Context: an optimization exercise on an open-source flow, tuned for small area, a short achievable clock period and few clock cycles per item. The choices shown serve that exercise and are no tape-out recipe.
Only simulation tests tie the RTL to the original design; equivalence was not proved.
Power is estimated from default activity; no workload was simulated.

Setup of juniper:
==> flow/design.v <==
module rho_pi_inv_serial #(
    parameter bit BYPASS_RHO = 1'b0
) (
    input  logic        clk,
    input  logic        rst_n,
    input  logic        s_valid,
    output logic        s_ready,
    input  logic [63:0] s_data,
    output logic        m_valid,
    input  logic        m_ready,
    output logic [63:0] m_data,
    output logic        m_last,
    output logic        busy
);
    localparam logic [5:0] WMASK = 6'b111111;
    function automatic logic [5:0] nxt_pos(input logic [4:0] x);
        logic [5:0] v;
        case (x)
            5'd0: v = 6'b000000;  5'd1: v = 6'b000010;  5'd2: v = 6'b000110;  5'd3: v = 6'b000100;
            5'd4: v = 6'b001111;  5'd5: v = 6'b010111;  5'd6: v = 6'b010010;  5'd7: v = 6'b000001;
            5'd8: v = 6'b001110;  5'd9: v = 6'b001001;  5'd10: v = 6'b000011;  5'd11: v = 6'b010001;
            5'd12: v = 6'b001000;  5'd13: v = 6'b010100;  5'd14: v = 6'b001101;  5'd15: v = 6'b010000;
            5'd16: v = 6'b001100;  5'd17: v = 6'b010101;  5'd18: v = 6'b000111;  5'd19: v = 6'b001011;
            5'd20: v = 6'b001010;  5'd21: v = 6'b000101;  5'd22: v = 6'b010110;  5'd23: v = 6'b010011;
            default: v = 6'b100000;
        endcase
        nxt_pos = v;
    endfunction
    function automatic logic [1:0] add3(input logic [1:0] a, input logic [1:0] b);
        logic [2:0] s;
        s = {1'b0, a} + {1'b0, b};
        add3 = (s >= 3'd3) ? 2'(s - 3'd3) : s[1:0];
    endfunction
    function automatic logic [24:0] slot_oh(input logic [5:0] v, input logic [2:0] g8,
                                            input logic [1:0] g3);
        logic [2:0] a8;
        logic [1:0] a3;
        a8 = v[2:0] + g8;
        a3 = add3(v[4:3], g3);
        slot_oh = '0;
        if (v[5]) slot_oh[24] = 1'b1;
        else      slot_oh[{a3, a8}] = 1'b1;
    endfunction
    function automatic logic [5:0] rot_amt(input logic [4:0] m);
        logic [5:0] k;
        case (m)
            5'd0:  k = 6'd0;   5'd1:  k = 6'd1;   5'd2:  k = 6'd62;  5'd3:  k = 6'd28;
            5'd4:  k = 6'd27;  5'd5:  k = 6'd36;  5'd6:  k = 6'd44;  5'd7:  k = 6'd6;
            5'd8:  k = 6'd55;  5'd9:  k = 6'd20;  5'd10: k = 6'd3;   5'd11: k = 6'd10;
            5'd12: k = 6'd43;  5'd13: k = 6'd25;  5'd14: k = 6'd39;  5'd15: k = 6'd41;
            5'd16: k = 6'd45;  5'd17: k = 6'd15;  5'd18: k = 6'd21;  5'd19: k = 6'd8;
            5'd20: k = 6'd18;  5'd21: k = 6'd2;   5'd22: k = 6'd61;  5'd23: k = 6'd56;
            5'd24: k = 6'd14;
            default: k = 6'd0;
        endcase
        rot_amt = BYPASS_RHO ? 6'd0 : k;
    endfunction
    function automatic logic [5:0] in_rot_amt(input logic [4:0] j);
        logic [5:0] k;
        case (j)
            5'd0:  k = 6'd0;   5'd1:  k = 6'd44;  5'd2:  k = 6'd43;  5'd3:  k = 6'd21;
            5'd4:  k = 6'd14;  5'd5:  k = 6'd28;  5'd6:  k = 6'd20;  5'd7:  k = 6'd3;
            5'd8:  k = 6'd45;  5'd9:  k = 6'd61;  5'd10: k = 6'd1;   5'd11: k = 6'd6;
            5'd12: k = 6'd25;  5'd13: k = 6'd8;   5'd14: k = 6'd18;  5'd15: k = 6'd27;
            5'd16: k = 6'd36;  5'd17: k = 6'd10;  5'd18: k = 6'd15;  5'd19: k = 6'd56;
            5'd20: k = 6'd62;  5'd21: k = 6'd55;  5'd22: k = 6'd39;  5'd23: k = 6'd41;
            5'd24: k = 6'd2;
            default: k = 6'd0;
        endcase
        in_rot_amt = BYPASS_RHO ? 6'd0 : k;
    endfunction
    function automatic logic [63:0] rotr(input logic [63:0] x, input logic [5:0] k);
        logic [127:0] d;
        d = {x, x} >> k;
        rotr = d[63:0];
    endfunction
    logic [63:0] lanes [25];
    logic [2:0]  g8;          
    logic [1:0]  g3;          
    logic [4:0]  wr_idx;      
    logic [24:0] wr_oh;       
    logic [5:0]  wr_rot;      
    logic        rd_active;   
    logic [4:0]  rd_idx;      
    logic [24:0] rd_oh;       
    logic [5:0]  rd_rot;      
    logic        out_valid;
    logic        out_last;
    logic [63:0] out_data;
    logic        ready_q;     
    logic        busy_q;
    logic        in_hs;
    logic        start;       
    logic        ld;          
    logic        out_free;
    assign in_hs    = s_valid && ready_q;
    assign start    = in_hs && (wr_idx == 5'd24);
    assign out_free = !out_valid || m_ready;
    assign ld       = out_free && (rd_active || start);
    assign s_ready = rst_n && ready_q;
    assign m_valid = rst_n && out_valid;
    assign busy    = rst_n && busy_q;
    assign m_last  = out_last;
    assign m_data  = out_data;
    logic [63:0] wr_word;
    logic [63:0] rd_word;
    assign wr_word = rotr(s_data, wr_rot);
    always_comb begin
        rd_word = '0;
        for (int s = 0; s < 25; s++) begin
            rd_word = rd_word | ({64{rd_oh[s]}} & lanes[s]);
        end
    end
    always_ff @(posedge clk) begin
        for (int s = 0; s < 25; s++) begin
            if (in_hs && wr_oh[s]) begin
                lanes[s] <= wr_word;
            end
        end
    end
    always_ff @(posedge clk) begin
        if (ld) begin
            out_data <= rotr(rd_word, rd_rot);
            out_last <= (rd_idx == 5'd24);
        end
    end
    logic        wr_last, rd_last;
    logic [2:0]  g8_i;
    logic [1:0]  g3_i;
    logic [4:0]  wr_idx_i, rd_idx_i;
    logic [24:0] wr_oh_i, rd_oh_i, rd_oh_s;
    logic [5:0]  wr_rot_i, rd_rot_i;
    logic        eq, eq1;
    always_comb begin
        wr_last  = (wr_idx == 5'd24);
        wr_idx_i = wr_last ? 5'd0 : wr_idx + 5'd1;
        g8_i     = g8 + 3'd1;
        g3_i     = add3(g3, 2'd1);
        wr_oh_i  = slot_oh(nxt_pos(wr_idx), g8, g3);
        wr_rot_i = in_rot_amt(wr_idx_i) & WMASK;
        rd_last  = (rd_idx == 5'd24);
        rd_idx_i = rd_last ? 5'd0 : rd_idx + 5'd1;
        rd_oh_i  = slot_oh(nxt_pos(rd_idx), g8, g3);
        rd_rot_i = rot_amt(rd_idx_i) & ~WMASK;
        rd_oh_s  = slot_oh(nxt_pos(5'd0), g8_i, g3_i);
        eq       = (wr_idx == rd_idx);
        eq1      = (wr_idx + 5'd1 == rd_idx);
    end
    logic rd_active_n, out_valid_n, ready_n, wr_nz_n;
    always_comb begin
        out_valid_n = ld || (out_valid && !m_ready);
        wr_nz_n     = in_hs ? !wr_last : (wr_idx != 5'd0);
        if (start) begin
            rd_active_n = 1'b1;
            ready_n     = ld;
        end else if (rd_active) begin
            rd_active_n = !(ld && rd_last);
            if (ld && rd_last)     ready_n = 1'b1;
            else if (ld && !in_hs) ready_n = 1'b1;
            else if (ld == in_hs)  ready_n = !eq;
            else                   ready_n = !eq && !eq1;
        end else begin
            rd_active_n = 1'b0;
            ready_n     = 1'b1;
        end
    end
    always_ff @(posedge clk) begin
        if (!rst_n) begin
            g8        <= 3'd0;
            g3        <= 2'd0;
            wr_idx    <= 5'd0;
            wr_oh     <= 25'd1 << 24;
            wr_rot    <= 6'd0;
            rd_active <= 1'b0;
            rd_idx    <= 5'd0;
            rd_oh     <= 25'd1 << 24;
            rd_rot    <= 6'd0;
            out_valid <= 1'b0;
            ready_q   <= 1'b1;
            busy_q    <= 1'b0;
        end else begin
            if (in_hs) begin
                wr_idx <= wr_idx_i;
                wr_oh  <= wr_oh_i;
                wr_rot <= wr_rot_i;
            end
            if (start) begin
                g8 <= g8_i;
                g3 <= g3_i;
            end
            if (start) begin
                if (ld) begin
                    rd_idx <= 5'd1;
                    rd_oh  <= rd_oh_s;
                    rd_rot <= rot_amt(5'd1) & ~WMASK;
                end else begin
                    rd_idx <= 5'd0;
                    rd_oh  <= 25'd1 << 24;
                    rd_rot <= 6'd0;
                end
            end else if (ld) begin
                rd_idx <= rd_idx_i;
                rd_oh  <= rd_last ? (25'd1 << 24) : rd_oh_i;
                rd_rot <= rd_rot_i;
            end
            rd_active <= rd_active_n;
            out_valid <= out_valid_n;
            ready_q   <= ready_n;
            busy_q    <= wr_nz_n || rd_active_n || out_valid_n;
        end
    end
endmodule
Settings: LEC_CHECK=0, ABC_CLOCK_PERIOD_IN_PS=3000, CAP_MARGIN=20, CORE_MARGIN=2, CORE_UTILIZATION=40, SETUP_SLACK_MARGIN=3.9, SLEW_MARGIN=20; clock period 7.0 ns.
run.sh (not shown) runs the stock make flow with config.mk's settings and CLKGATE_MAP_FILE= SYNTH_SCRIPT=/design/flow/synth_recipe.tcl, a recipe that flattens the netlist after the stock synthesis.
juniper has completed all stages; timing, DRC and antenna checks passed.
Testbench counts of juniper, summed over its fixed seeds: cycles 8,200, items 320.
[inputs] garnet vs juniper
diff --git a/flow/config.mk b/flow/config.mk
--- a/flow/config.mk
+++ b/flow/config.mk
@@ -11,2 +11,4 @@
 export CORE_UTILIZATION = 40
+export CTS_CLUSTER_DIAMETER = 120
+export CTS_CLUSTER_SIZE = 24
 export SETUP_SLACK_MARGIN = 3.9
[summary]
- As of garnet, number of nets at the end of the flow had fallen slightly compared to juniper.
- Against juniper, worst hold margin in garnet came out better.
- Delta (garnet minus juniper): layout buffer count excluding clock buffers went up, portion of total power attributed to sequential cells went up, global-route wire length before repair went up, clock-buffer cell count went down, via-per-instance ratio went up.
- Wire: garnet routes more than juniper

[re-timing with driven ports]
The results above use ideal ports. As a check the final layouts listed here were re-extracted and re-timed, cells and wires unchanged.
Step 1 sets driving cells, clkbuf_16 on the clock port and buf_2 on the other inputs (assumed; they add their load-dependent delay and slew).
Step 2, shift: input delay + t, output delay - t, t = (earliest + latest rising clock arrival at the registers) / 2. This alone moves slack from input paths to output paths.
Three values: ideal ports, drivers, drivers and shift; two values: the first two.
| run | t (ns) | setup WS [ns] | hold slack, ns | worst data-port slew with drivers (ns) |
|---|---|---|---|---|
| juniper | 0.886 | 3.721 / 3.776 / 2.895 | 0.458 / 0.458 / 0.458 | 0.06 |
| garnet | 0.806 | 3.823 / 3.777 / 3.116 | 0.466 / 0.466 / 0.466 | 0.06 |
After both steps every run listed still meets setup and hold. For juniper, which loses most, drivers alone change the setup slack by +0.055 ns; drivers and shift together by -0.826 ns.
